This design comes from an exercise in tuning for a short achievable clock period and few clock cycles on the open sky130 flow, not from production work.
No functional check of the RTL was part of any run shown here.
Power and IR drop assume default switching activity.

[flow/config.mk]
export PLATFORM = sky130hd
export DESIGN_NAME = cpuTop
export DESIGN_NICKNAME = cpuTop
export VERILOG_FILES = /design/flow/design.v
export SDC_FILE = /design/flow/constraint.sdc
export NUM_CORES = 4
export LEC_CHECK = 0
export CAP_MARGIN = 20
export CORE_MARGIN = 2
export CORE_UTILIZATION = 40
export PLACE_DENSITY = 0.6
export SLEW_MARGIN = 20
export SYNTH_HIERARCHICAL = 1
export SYNTH_MINIMUM_KEEP_SIZE = 0
[flow/constraint.sdc]
create_clock -name core_clock -period 8.0 [get_ports {clk}]
set_input_delay 1.6000 -clock core_clock [delete_from_list [all_inputs] [get_ports {clk}]]
set_output_delay 1.6000 -clock core_clock [all_outputs]
set_load 0.01 [all_outputs]
[flow/design.v]
package cpuPkg;
    localparam int DataWidth    = 16;
    localparam int RegAddrWidth = 4;
    localparam logic [3:0] OpAdd   = 4'h8;
    localparam logic [3:0] OpSub   = 4'hC;
    localparam logic [3:0] OpNand  = 4'hB;
    localparam logic [3:0] OpOr    = 4'hF;
    localparam logic [3:0] OpAddi  = 4'h9;
    localparam logic [3:0] OpAddiu = 4'hA;
    localparam logic [3:0] OpSubi  = 4'hD;
    localparam logic [3:0] OpOri   = 4'h6;
    localparam logic [3:0] OpNandi = 4'h7;
    localparam logic [3:0] OpShift = 4'h0;
    localparam logic [3:0] ShiftLeft       = 4'd1;
    localparam logic [3:0] ShiftRightLogic = 4'd2;
    localparam logic [3:0] ShiftRightArith = 4'd3;
    localparam logic [3:0] OpBeq   = 4'h4;
    localparam logic [3:0] OpBne   = 4'h5;
    localparam logic [3:0] OpJump  = 4'h3;
    localparam logic [2:0] AluAdd  = 3'd0;
    localparam logic [2:0] AluSub  = 3'd1;
    localparam logic [2:0] AluSll  = 3'd2;
    localparam logic [2:0] AluSrl  = 3'd3;
    localparam logic [2:0] AluSra  = 3'd4;
    localparam logic [2:0] AluNand = 3'd5;
    localparam logic [2:0] AluOr   = 3'd6;
    localparam logic [1:0] ImmReg  = 2'd0;
    localparam logic [1:0] ImmSext = 2'd1;
    localparam logic [1:0] ImmZext = 2'd2;
    typedef union packed {
        struct packed {
            logic [3:0]              opcode;
            logic [RegAddrWidth-1:0] ra;
            logic [RegAddrWidth-1:0] rb;
            logic [RegAddrWidth-1:0] rc;
        } rView;
        struct packed {
            logic [3:0]              opcode;
            logic [RegAddrWidth-1:0] ra;
            logic [7:0]              imm8;
        } iView;
        struct packed {
            logic [3:0]  opcode;
            logic [11:0] imm12;
        } jView;
    } instrWord;
endpackage
module regRead (
    input  logic [255:0] regsFlat,
    input  logic [3:0]   fa,
    input  logic [3:0]   fb,
    input  logic [3:0]   fc,
    input  logic         wNz,
    input  logic [3:0]   wrAddr,
    input  logic [15:0]  wrData,
    output logic [15:0]  rdA,
    output logic [15:0]  rdB,
    output logic [15:0]  rdC
);
    logic [15:0] regs [16];
    for (genvar j = 0; j < 16; j++) begin : g_r
        assign regs[j] = regsFlat[16*j +: 16];
    end
    assign rdA = (wNz && fa == wrAddr) ? wrData : regs[fa];
    assign rdB = (wNz && fb == wrAddr) ? wrData : regs[fb];
    assign rdC = (wNz && fc == wrAddr) ? wrData : regs[fc];
endmodule
import cpuPkg::*;
module pcUnit (
    input  logic [15:0]  pcR,
    input  logic         reqR,
    input  logic [15:0]  iw,
    input  logic [255:0] eqEffFlat,   
    input  logic         eNz,         
    input  logic [3:0]   eRa,
    input  logic         eBr,
    input  logic         eBne,
    input  logic [3:0]   eOff,
    input  logic         eFwdA,
    input  logic         eFwdB,
    input  logic [15:0]  wrData,
    input  logic [15:0]  rdAr,
    input  logic [15:0]  rdBr,
    output logic [15:0]  pcD,
    output logic         reqD,
    output logic         brWaitD
);
    logic [3:0] op, fa, fb, fc;
    assign op = iw[15:12];
    assign fa = iw[11:8];
    assign fb = iw[7:4];
    assign fc = iw[3:0];
    logic isBr, isJmp;
    assign isBr  = (op == OpBeq) || (op == OpBne);
    assign isJmp = (op == OpJump);
    logic [14:0] pcInc, jt, btF, btE;
    ksAdd #(.W(15)) u_inc (.a(pcR[15:1]), .b(15'd0), .ci(1'b1), .s(pcInc));
    ksAdd #(.W(15)) u_jt  (.a(pcR[15:1]), .b({{3{iw[11]}}, iw[11:0]}), .ci(1'b1), .s(jt));
    ksAdd #(.W(15)) u_btf (.a(pcR[15:1]), .b({{11{fc[3]}}, fc}), .ci(1'b1), .s(btF));
    ksAdd #(.W(15)) u_bte (.a(pcR[15:1]), .b({{11{eOff[3]}}, eOff}), .ci(1'b0), .s(btE));
    logic brStatic, brHaz, brWait, eqF, takenF;
    assign brStatic = (fa == fb) || (fc == 4'd0);
    assign brHaz    = eNz && ((fa == eRa) || (fb == eRa));
    assign brWait   = isBr && !brStatic && brHaz;
    always_comb begin
        eqF = 1'b0;
        for (int i = 0; i < 16; i++) begin
            for (int j = 0; j < 16; j++) begin
                if (i != j) eqF = eqF | ((fa == i[3:0]) & (fb == j[3:0]) & eqEffFlat[16*i+j]);
            end
        end
        if (fa == fb) eqF = 1'b1;
    end
    assign takenF = isBr && !brWait && (eqF ^ op[0]) && !(fc == 4'd0);
    logic eqE, takenE;
    always_comb begin
        if (eFwdA)      eqE = (wrData == rdBr);
        else if (eFwdB) eqE = (rdAr == wrData);
        else            eqE = (rdAr == rdBr);
    end
    assign takenE = eBr && (eqE ^ eBne);
    always_comb begin
        if (reqR) begin
            if (isJmp)       pcD = {jt, 1'b0};
            else if (takenF) pcD = {btF, 1'b0};
            else             pcD = {pcInc, 1'b0};
        end else if (takenE) begin
            pcD = {btE, 1'b0};
        end else begin
            pcD = pcR;
        end
    end
    assign reqD    = !(reqR && brWait);
    assign brWaitD = reqR && brWait;
endmodule
module aluUnit (
    input  logic [15:0] wrData,
    input  logic [15:0] rdAr,
    input  logic [15:0] rdBr,
    input  logic [15:0] rdCr,
    input  logic [15:0] immR,
    input  logic        aSelW,
    input  logic        aSelA,
    input  logic        aSelB,
    input  logic        bSelW,
    input  logic        bSelC,
    input  logic        bSelI,
    input  logic        eSub,
    input  logic        eArith,
    input  logic        eNand,
    input  logic        eOr,
    input  logic        eSll,
    input  logic        eSrl,
    input  logic        eSra,
    input  logic [3:0]  eShamt,
    output logic [15:0] res
);
    logic [15:0] aV, bV, bX, sum, logicRes;
    assign aV = ({16{aSelW}} & wrData) | ({16{aSelA}} & rdAr) | ({16{aSelB}} & rdBr);
    assign bV = ({16{bSelW}} & wrData) | ({16{bSelC}} & rdCr) | ({16{bSelI}} & immR);
    assign bX = bV ^ {16{eSub}};
    ksAdd #(.W(16)) u_add (.a(aV), .b(bX), .ci(eSub), .s(sum));
    always_comb begin
        logicRes = '0;
        if (eNand) logicRes = logicRes | ~(aV & bV);
        if (eOr)   logicRes = logicRes | (aV | bV);
        if (eSll)  logicRes = logicRes | (aV << eShamt);
        if (eSrl)  logicRes = logicRes | (aV >> eShamt);
        if (eSra)  logicRes = logicRes | 16'($signed(aV) >>> eShamt);
    end
    assign res = eArith ? sum : logicRes;
endmodule
module ksAdd #(
    parameter int W = 16
) (
    input  logic [W-1:0] a,
    input  logic [W-1:0] b,
    input  logic         ci,
    output logic [W-1:0] s
);
    localparam int L = $clog2(W);
    logic [W-1:0] g [L+1];
    logic [W-1:0] p [L+1];
    logic [W-1:0] c;
    always_comb begin
        g[0] = a & b;
        p[0] = a ^ b;
        g[0][0] = g[0][0] | (p[0][0] & ci);
        for (int l = 1; l <= L; l++) begin
            for (int i = 0; i < W; i++) begin
                if (i >= (1 << (l - 1))) begin
                    g[l][i] = g[l-1][i] | (p[l-1][i] & g[l-1][i - (1 << (l - 1))]);
                    p[l][i] = p[l-1][i] & p[l-1][i - (1 << (l - 1))];
                end else begin
                    g[l][i] = g[l-1][i];
                    p[l][i] = p[l-1][i];
                end
            end
        end
        c = {g[L][W-2:0], ci};
        s = p[0] ^ c;
    end
endmodule
import cpuPkg::*;
module cpuTop #(
    parameter logic [DataWidth-1:0] resetPc = '0
) (
    input  logic                    clk,
    input  logic                    rst,
    output logic [DataWidth-1:0]    pc,
    output logic                    instrReq,
    input  cpuPkg::instrWord                instr,
    output logic                    regWrEn,
    output logic [RegAddrWidth-1:0] regWrAddr,
    output logic [DataWidth-1:0]    regWrData
);
    logic [15:0] pcR;
    logic        reqR;
    logic [15:0] regs [16];
    logic        eqm [16][16];    
    logic        eWr;         
    logic        eBr;         
    logic        eBne;
    logic [3:0]  eRa;
    logic [15:0] rdAr, rdBr, rdCr, immR;
    logic        aSelW, aSelA, aSelB;
    logic        bSelW, bSelC, bSelI;
    logic [3:0]  eShamt;
    logic [3:0]  eOff;
    logic        eSub, eArith, eNand, eOr, eSll, eSrl, eSra;
    logic        wrEnR;
    logic [3:0]  wrAddrR;
    logic [15:0] wrDataR;
    assign pc        = pcR;
    assign instrReq  = reqR;
    assign regWrEn   = wrEnR;
    assign regWrAddr = wrAddrR;
    assign regWrData = wrDataR;
    logic [15:0] iw;
    logic [3:0]  op, fa, fb, fc;
    assign iw = instr;
    assign op = iw[15:12];
    assign fa = iw[11:8];
    assign fb = iw[7:4];
    assign fc = iw[3:0];
    logic isR, isImm, isShift, isBr, isWr;
    logic dSub, dArith, dNand, dOr, dSll, dSrl, dSra;
    always_comb begin
        isR = 1'b0; isImm = 1'b0; isShift = 1'b0; isBr = 1'b0;
        dSub = 1'b0; dArith = 1'b0; dNand = 1'b0; dOr = 1'b0;
        dSll = 1'b0; dSrl = 1'b0; dSra = 1'b0;
        case (op)
            OpAdd:   begin isR = 1'b1;   dArith = 1'b1; end
            OpSub:   begin isR = 1'b1;   dArith = 1'b1; dSub = 1'b1; end
            OpNand:  begin isR = 1'b1;   dNand = 1'b1; end
            OpOr:    begin isR = 1'b1;   dOr   = 1'b1; end
            OpAddi:  begin isImm = 1'b1; dArith = 1'b1; end
            OpAddiu: begin isImm = 1'b1; dArith = 1'b1; end
            OpSubi:  begin isImm = 1'b1; dArith = 1'b1; dSub = 1'b1; end
            OpOri:   begin isImm = 1'b1; dOr   = 1'b1; end
            OpNandi: begin isImm = 1'b1; dNand = 1'b1; end
            OpShift: begin
                case (fc)
                    ShiftLeft:       begin isShift = 1'b1; dSll = 1'b1; end
                    ShiftRightLogic: begin isShift = 1'b1; dSrl = 1'b1; end
                    ShiftRightArith: begin isShift = 1'b1; dSra = 1'b1; end
                    default: ;
                endcase
            end
            OpBeq, OpBne: isBr = 1'b1;
            default: ;
        endcase
        isWr = isR | isImm | isShift;
    end
    logic         wNz;
    logic [255:0] regsFlat;
    logic [15:0]  rdA, rdB, rdC;
    assign wNz = wrEnR && (wrAddrR != 4'd0);
    for (genvar j = 0; j < 16; j++) begin : g_flat
        assign regsFlat[16*j +: 16] = regs[j];
    end
    regRead u_rd (
        .regsFlat (regsFlat),
        .fa       (fa),
        .fb       (fb),
        .fc       (fc),
        .wNz      (wNz),
        .wrAddr   (wrAddrR),
        .wrData   (wrDataR),
        .rdA      (rdA),
        .rdB      (rdB),
        .rdC      (rdC)
    );
    logic eNz, f1a, f1b, f1c;
    assign eNz = eWr && (eRa != 4'd0);
    assign f1a = eNz && (fa == eRa);
    assign f1b = eNz && (fb == eRa);
    assign f1c = eNz && (fc == eRa);
    logic [15:0]  eqW;
    logic [255:0] eqEffFlat;
    for (genvar j = 0; j < 16; j++) begin : g_eqw
        assign eqW[j] = (wrDataR == regs[j]);
    end
    always_comb begin
        for (int i = 0; i < 16; i++) begin
            for (int j = 0; j < 16; j++) begin
                if (i == j) begin
                    eqEffFlat[16*i+j] = 1'b1;
                end else if (wNz && wrAddrR == i[3:0]) begin
                    eqEffFlat[16*i+j] = eqW[j];
                end else if (wNz && wrAddrR == j[3:0]) begin
                    eqEffFlat[16*i+j] = eqW[i];
                end else if (i < j) begin
                    eqEffFlat[16*i+j] = eqm[i][j];
                end else begin
                    eqEffFlat[16*i+j] = eqm[j][i];
                end
            end
        end
    end
    logic [15:0] pcD;
    logic        reqD, brWaitD;
    pcUnit u_pc (
        .pcR       (pcR),
        .reqR      (reqR),
        .iw        (iw),
        .eqEffFlat (eqEffFlat),
        .eNz       (eNz),
        .eRa       (eRa),
        .eBr       (eBr),
        .eBne      (eBne),
        .eOff      (eOff),
        .eFwdA     (aSelW),
        .eFwdB     (bSelW),
        .wrData    (wrDataR),
        .rdAr      (rdAr),
        .rdBr      (rdBr),
        .pcD       (pcD),
        .reqD      (reqD),
        .brWaitD   (brWaitD)
    );
    logic [15:0] res;
    aluUnit u_alu (
        .wrData (wrDataR),
        .rdAr   (rdAr),
        .rdBr   (rdBr),
        .rdCr   (rdCr),
        .immR   (immR),
        .aSelW  (aSelW),
        .aSelA  (aSelA),
        .aSelB  (aSelB),
        .bSelW  (bSelW),
        .bSelC  (bSelC),
        .bSelI  (bSelI),
        .eSub   (eSub),
        .eArith (eArith),
        .eNand  (eNand),
        .eOr    (eOr),
        .eSll   (eSll),
        .eSrl   (eSrl),
        .eSra   (eSra),
        .eShamt (eShamt),
        .res    (res)
    );
    always_ff @(posedge clk) begin
        if (rst) begin
            pcR     <= resetPc;
            reqR    <= 1'b1;
            eWr     <= 1'b0;
            eBr     <= 1'b0;
            wrEnR   <= 1'b0;
        end else begin
            pcR   <= pcD;
            reqR  <= reqD;
            eWr   <= reqR && isWr;
            eBr   <= brWaitD;
            wrEnR <= eWr;
        end
    end
    always_ff @(posedge clk) begin
        eRa     <= fa;
        eBne    <= op[0];
        eShamt  <= fb;
        eOff    <= fc;
        eSub    <= dSub;
        eArith  <= dArith;
        eNand   <= dNand;
        eOr     <= dOr;
        eSll    <= dSll;
        eSrl    <= dSrl;
        eSra    <= dSra;
        rdAr    <= rdA;
        rdBr    <= rdB;
        rdCr    <= rdC;
        immR    <= {{8{iw[7] & (op != OpAddiu)}}, iw[7:0]};
        aSelW   <= isR ? f1b : f1a;
        aSelB   <= isR & !f1b;
        aSelA   <= !isR & !f1a;
        bSelW   <= (isR & f1c) | (isBr & f1b);
        bSelC   <= isR & !f1c;
        bSelI   <= !isR;
        wrAddrR <= eRa;
        wrDataR <= res;
    end
    for (genvar i = 0; i < 16; i++) begin : g_eqi
        for (genvar j = i + 1; j < 16; j++) begin : g_eqj
            always_ff @(posedge clk) begin
                if (rst) begin
                    eqm[i][j] <= 1'b1;
                end else if (wNz && wrAddrR == i[3:0]) begin
                    eqm[i][j] <= eqW[j];
                end else if (wNz && wrAddrR == j[3:0]) begin
                    eqm[i][j] <= eqW[i];
                end
            end
        end
    end
    assign regs[0] = '0;
    for (genvar j = 1; j < 16; j++) begin : g_rf
        always_ff @(posedge clk) begin
            if (rst) begin
                regs[j] <= '0;
            end else if (wrEnR && (wrAddrR == j[3:0])) begin
                regs[j] <= wrDataR;
            end
        end
    end
endmodule
[flow/flow/run.sh]
#!/bin/bash
# Standard layout without the full-adder extraction step of synthesis (so the
# hand-written prefix adders keep their structure), and with the timing repair
# aiming at a tighter setup margin.
set -euo pipefail
bash standard.sh ADDER_MAP_FILE= SETUP_SLACK_MARGIN=5.5 finish > make_finish.log 2>&1
[flow/standard.sh]
#!/bin/bash
# synth_recipe.tcl (not shown) runs the flow's synth.tcl, then flattens the netlist and writes it again
# the make line also repeats each setting of config.mk as NAME=value (left out here)
make -C /OpenROAD-flow-scripts/flow DESIGN_CONFIG=/design/flow/config.mk WORK_HOME=/design/flow/orfs CLKGATE_MAP_FILE= SYNTH_SCRIPT=/design/flow/synth_recipe.tcl "${@:-finish}"
==> flow_metrics.py, run 1 <==
metrics = {
    "finish": {
        "fillCellCount": 8885,
        "syn2layout_area_growth_pct": 38.6,
        "register_area_sq_um": 9680,
        "final_nets": 5524,
        "final_area_sq_um": 53700,
        "multiInputGateArea_sq_um": 31400,
        "drive_gt1_share_pct": 29.5,
    },
    "clock_network": {
        "path_clk_slew_ns": 0.06,
        "cts_buffer_depth": 3,
        "cts.sinks": 475,
        "ctsHoldBuffers": 0,
        "cts_tree": "built",
        "cts_inserted_buffers": 60,
        "clk_latency_ns": 0.74,
        "cts-htree-levels": 2,
        "cts_root_buf": "clkbuf_16",
    },
    "place": {
        "placed_area_sq_um": 40700,
        "port-buffer-count": 55,
        "dp_hpwl_mm": 165,
        "gp_congestion": 1.11,
    },
    "worst_setup_path": {
        "rrSetupSlack_ns": 3.07,
        "crit_arrival_ns": 5.54,
        "cp_max_fo": 14,
        "endpoint": "pcR[8]",
        "reg2reg_depth": 16,
        "r2r-end": "pcR[8]",
        "worstPathRequired_ns": 8.60,
        "start_kind": "register",
        "startpoint": "wrAddrR[3]",
        "reg2reg_from": "wrAddrR[3]",
        "end_kind": "register",
        "setup.worst_path.class": "register to register",
    },
    "floorplan": {
        "num_rows": 114,
        "die_h_um": 315,
        "core_area_sq_um": 96300,
        "fp.dieW_um": 315,
        "start_util_pct": 40.2,
        "dieArea_sq_um": 99300,
        "io-pin-count": 56,
    },
    "timing": {
        "drv_slew": 0,
        "worst_hold_slack_ns": 0.489,
        "fin_skew_ns": 0.0461,
        "finalSetupViolations": 0,
        "post-route-period-util_pct": 61.7,
        "worst_pin_slew_ns": 1.10,
        "slew_headroom_pct": 26.4,
        "rsz0062_at_grt": "true",
        "hold_violations": 0,
        "max_freq_mhz": 203,
        "fin_crit_ns": 4.93,
        "tns_ns": 0,
    },
    "detailed_routing": {
        "via_per_inst": 7.22,
        "drt_iter0_drc": 8597,
        "wl_per_cell_um": 39.4,
        "drc": 0,
        "drt-total-wl_mm": 270,
        "dr.pass1.iters": 12,
        "num_vias": 49400,
        "detail-route-antenna-nets": 0,
    },
    "power_and_ir_drop": {
        "p_clk_share_pct": 31.0,
        "p_leak_nw": 19.9,
        "pwr_density_cell_nw_per_um2": 179,
        "power_frac_seq_pct": 27.5,
        "combPwrFrac_pct": 41.5,
        "power_mw": 9.59,
        "p_int_mw": 5.86,
        "switching_share_pct": 38.9,
        "ir_worst_vdd_mv": 0.211,
        "switching_power_mw": 3.73,
    },
    "flow_run": {
        "cap_violations": 0,
    },
    "global_route": {
        "grt_pass1_wl_mm": 358,
        "grt_max_degree": 128,
        "antenna_found_initial": 12,
        "grt_usage_pct": 51.1,
        "grt_pass1_vias": 43884,
        "gr-total-overflow": 0,
    },
    "yosys": {
        "synth_area_per_cell_sq_um": 7.61,
        "syn_inst": 5085,
        "syn-cell-area_sq_um": 38700,
        "synth-warning-count": 19,
    },
    "status": {
        "status": "finished clean",
    },
    "worst_hold_path": {
        "min_path_type": "register to register",
    },
}
## power by group through the flow
stage / Sequential (mW) / Combinational, mW / Clock, mW
floorplan: 2.70 / 1.86 / 0
global placement: 2.85 / 2.58 / 0
detailed placement: 2.86 / 2.57 / 0
CTS: 2.67 / 3.48 / 2.94
global route: 2.63 / 4.11 / 3.05
finish: 2.64 / 3.98 / 2.98
## metrics by stage
| stage | std cells | utilization [%] | setup slack [ns] |
|---|---|---|---|
| floorplan | 5188 | - | 3.84 |
| global placement | 6186 | 42.3 | 1.90 |
| detailed placement | 6187 | 42.3 | 1.99 |
| CTS | 6678 | 52.9 | 3.51 |
| global route | 6833 | 55.7 | 3.10 |
| finish | 6840 | 55.8 | 3.07 |
## area by class of cell
class                      instances  share of cell area [%]
antenna                            9                  0.0420
clock buffer                      82                    3.19
clock inverter                    29                   0.688
inverter                          63                   0.510
multi-input combinational       4171                    58.5
sequential                       475                    18.0
tap                             1276                    2.97
timing repair buffer             735                    16.0
## worst max-delay path, cell delays in order (launching register included)
cell       delay, ns
dfxtp_4         0.42
nand3b_1        0.41
o21ai_1         0.75
o221ai_1        0.31
or3b_2          0.27
a21oi_1         0.10
o21ai_0         0.20
nand4_1         0.19
a2111oi_4       0.64
nand4_1         0.22
buf_6           0.21
o21ai_4         0.17
nand4b_4        0.15
buf_12          0.18
a221oi_2        0.28
o22ai_1         0.15
nor2b_1         0.15
## worst min-delay path by stage
stage	from	endpoint	slack (ns)	depth (start not counted)
final	eRa[2]	wrAddrR[2]	0.49	0
after global routing	eRa[2]	wrAddrR[2]	0.51	0
after CTS	eRa[3]	wrAddrR[3]	0.50	0
after detailed placement	eqm[90]	eqm[90]	0.49	2
after global placement	eqm[92]	eqm[92]	0.48	2
after floorplan	eWr	wrEnR	0.44	1
## per-layer routing
| layer | part of all wire, % | GRT usage (%) | up-vias |
|---|---|---|---|
| met2 | 39 | 70.9 | 4493 |
| li1 | - | - | 19700 |
| met5 | 0.0044 | 0.145 | - |
| met4 | 11 | 43.6 | 2 |
| met3 | 15 | 20.7 | 1501 |
| met1 | 35 | 60.8 | 23704 |
## what timing repair did
action | 4_1_cts | 5_1_grt
resized for setup | 1004 | 279
cloned | 47 | 13
pin swaps | 174 | 174
buffers inserted | 333 | 140
setup endpoints to repair | 447 | 156
## cell usage in the layout, fill, tap and decap left out, drive strengths merged, types with 57 or more instances in the layout
master and n:
a21oi 393, a22oi 222, a31oi 118, a32oi 64
buf 698, clkbuf 96, conb 106, dfxtp 475
inv 57, mux2i 106, nand2 742, nand3 124
nand3b 111, nor2 235, nor2b 72, nor3 89
nor4 92, o21ai 131, o221ai 151, o22ai 76
or2 94, xnor2 173, xor2 308
## registers in the layout, summed over array words and instances (netlist names), 3 cells and up
register	cells
pcR	16
rdBr	16
wrAddrR	4
immR	3
regs	240
eRa	4
rdAr	16
eShamt	3
wrDataR	16
rdCr	16
eqm	120
eOff	3
==> inputs of run 2 (changes only) <==
==> flow/run.sh (new file) <==
#!/bin/bash
# synth_recipe.tcl (not shown) runs the flow's synth.tcl, then flattens the netlist and writes it again
# the make line also repeats each setting of config.mk as NAME=value (left out here)
make -C /OpenROAD-flow-scripts/flow DESIGN_CONFIG=/design/flow/config.mk WORK_HOME=/design/flow/orfs CLKGATE_MAP_FILE= SYNTH_SCRIPT=/design/flow/synth_recipe.tcl finish
--- a/flow/config.mk
+++ b/flow/config.mk
@@ -9,6 +9,7 @@
 export CORE_MARGIN = 2
 export CORE_UTILIZATION = 40
 export PLACE_DENSITY = 0.6
+export SETUP_SLACK_MARGIN = 5
 export SLEW_MARGIN = 20
 export SYNTH_HIERARCHICAL = 1
 export SYNTH_MINIMUM_KEEP_SIZE = 0
removed: flow/flow/run.sh
removed: flow/standard.sh
==> run 2 against run 1 <==
Synthesized area down 0.26%. Fmax up 7.2%. Combinational power down 7.5%. Setup slack better by 0.33 ns. Highest routed layer unchanged. Critical path type unchanged. Hold slack worse by 0.0099 ns. Final area down 4.9%. Cell count down 2.7%. Sequential share of layout area up 0.88 points. Non-clock buffer count down 97. Power down 4.6%. Die area down 0.26%.
==> flow_metrics.py, run 2 <==
metrics = {
    "finish": {
        "final_area_sq_um": 51000,
        "largestRegisters": "regs: 240 flops, eqm: 120 flops",
        "final_core_util_pct": 53.5,
        "largest_reg_flops": 240,
        "drive_gt1_share_pct": 26.2,
        "regMostFlops": "regs",
        "mostFrequentLayoutCells": "nand2_1 (745), dfxtp_1 (425), a21oi_1 (389), buf_4 (367), xor2_1 (289)",
        "syn2layout_area_growth_pct": 32.1,
        "final_common_cell": "nand2_1",
        "final_nets": 5425,
    },
    "worst_setup_path": {
        "end_kind": "register",
        "setup.worst_path.class": "register to register",
        "slowest_delay_ns": 0.74,
        "crit_slowest_cell": "dfxtp_1",
        "crit_arrival_ns": 5.16,
        "reg2reg_depth": 18,
        "cp_max_fo": 8,
        "startpoint": "regs[9][9]",
        "crit_path_cell_trace": "xor2_1 > nor4_1 > and4_4 > nand2_1 > a31oi_1 > mux2_2 > a221oi_1 > a21boi_2 > o31ai_2 > nor4b_2 > nand4_1 > buf_6 > o21ai_4 > buf_4 > and2b_4 > a221oi_2 > o22ai_1 > nor2b_1",
        "reg2reg_from": "regs[9][9]",
        "start_kind": "register",
        "worstPathRequired_ns": 8.56,
    },
    "timing": {
        "worst_pin_slew_ns": 1.15,
        "fin_crit_ns": 4.60,
        "hold_violations": 0,
        "slew_headroom_pct": 23.2,
        "finalSetupViolations": 0,
        "worst_hold_slack_ns": 0.480,
        "fin_skew_ns": 0.0382,
        "post-route-period-util_pct": 57.5,
        "rsz0062_at_grt": "true",
        "fin_ws_ns": 3.40,
        "max_freq_mhz": 217,
        "drv_slew": 0,
        "tns_ns": 0,
    },
    "global_route": {
        "grt_pass1_wl_mm": 330,
        "antenna_found_initial": 20,
        "gr-total-overflow": 0,
        "grt_usage_pct": 46.8,
        "grt_pass1_vias": 41029,
        "grt_max_degree": 153,
    },
    "worst_hold_path": {
        "min_path_type": "register to register",
        "hold_start": "eWr",
        "hold_depth": 1,
    },
    "floorplan": {
        "start_util_pct": 40.5,
        "dieArea_sq_um": 99100,
        "io-pin-count": 56,
        "die_h_um": 315,
        "fp.dieW_um": 315,
        "core_area_sq_um": 95300,
        "num_rows": 113,
    },
    "yosys": {
        "syn_inst": 5042,
        "synth-warning-count": 19,
        "syn-cell-area_sq_um": 38600,
        "synth_area_per_cell_sq_um": 7.66,
    },
    "place": {
        "placed_area_sq_um": 40200,
        "place_ws_ns": 1.98,
        "dp_hpwl_mm": 161,
        "port-buffer-count": 55,
        "gp_congestion": 1.11,
    },
    "detailed_routing": {
        "wl_per_cell_um": 37.9,
        "dr.pass1.iters": 12,
        "drt_iter0_drc": 8379,
        "via_per_inst": 7.12,
        "drc": 0,
        "detail-route-antenna-nets": 0,
        "num_vias": 47392,
        "drt-total-wl_mm": 252,
    },
    "flow_run": {
        "cap_violations": 0,
    },
    "power_and_ir_drop": {
        "ir_worst_vdd_mv": 0.168,
        "pwr_density_cell_nw_per_um2": 179,
        "power_frac_seq_pct": 29.0,
        "p_clk_share_pct": 30.8,
        "combPwrFrac_pct": 40.2,
        "switching_power_mw": 3.55,
        "p_int_mw": 5.61,
        "switching_share_pct": 38.8,
        "p_leak_nw": 19.3,
    },
    "clock_network": {
        "cts_root_buf": "clkbuf_16",
        "cts_buffer_depth": 3,
        "cts_tree": "built",
        "cts_inserted_buffers": 57,
        "cts-htree-levels": 2,
        "cts.sinks": 475,
        "ctsHoldBuffers": 0,
        "path_clk_slew_ns": 0.06,
        "clk_latency_ns": 0.72,
    },
    "status": {
        "status": "finished clean",
    },
}
run 2: layout make-up:
cell class	count	area, sq um
diodes	10	25.0
clock buffers	83	1680
clock inverters	25	305
fillers	8948	44300
inverters	67	272
multi-input cells	4091	30000
flip-flops and latches	475	9650
well taps	1265	1580
repair buffers	638	7470
repair inverters	1	5.00
run 2: critical path: cells and delay by family (launching register included):
family	cells	cell delay, ns
multiplexers	1	0.21
XOR/XNOR	1	0.13
flip-flops	1	0.74
buffers and inverters	2	0.33
AO/OA/AOI/OAI	7	1.42
AND/OR/NAND/NOR	7	1.62
run 2: what timing repair did:
| item | in CTS | in global routing |
|---|---|---|
| gates cloned | 32 | 26 |
| gates resized for setup | 747 | 321 |
| endpoints found under the setup margin | 185 | 105 |
| buffers inserted | 231 | 147 |
| pin swaps | 110 | 136 |
run 2: metrics by stage:
stage	total power, mW	instances
3_5_place_dp	5.39	6101
2_1_floorplan	4.52	5107
5_1_grt	9.39	6647
6_report	9.16	6655
4_1_cts	8.73	6472
3_3_place_gp	5.39	6101
run 2: power by group through the flow:
stage	registers, mW	clock network [mW]	logic (mW)
after floorplan	2.62	0	1.90
after global placement	2.77	0	2.62
after detailed placement	2.77	0	2.62
after CTS	2.64	2.82	3.27
after global routing	2.66	2.91	3.83
final	2.66	2.82	3.68
run 2: per-layer routing:
layer | vias up | routed length, um | GRT usage (%)
met4 | 22 | 20000 | 25.8
met5 | - | 533 | 0.0967
met1 | 22731 | 94600 | 61.3
met3 | 1128 | 40800 | 19.4
li1 | 19350 | - | -
met2 | 4161 | 96400 | 64.5
run 2: final timing paths:
path | endpoint | slack (ns)
max | pcR[8] | 3.40
max reg2reg | pcR[8] | 3.40
min | wrEnR | 0.48
min reg2reg | wrEnR | 0.48

==> afterwards: timing with drivers on the ports <==
In the flow no input, the clock included, has a driving cell. The finished layouts below were timed again as built, in two steps.
Step 1 assumes that a clkbuf_16 drives the clock port and a buf_2 every other input.
Step 2 also shifts input and output timing later by t, the mid clock arrival at the registers, as if the neighbouring blocks saw the same clock.
Three values: ideal, step 1, step 2; two values: the first two.
run	shift t [ns]	slack for setup (ns)	pins driven straight from the clock port
run 1	0.795	3.066 / 2.860 / 2.065	1
run 2	0.773	3.399 / 3.400 / 2.666	1
After both steps setup and hold are still met in every run listed. The setup slack of run 1, which loses most, moves by -0.206 ns with the drivers and by -1.001 ns with both steps.
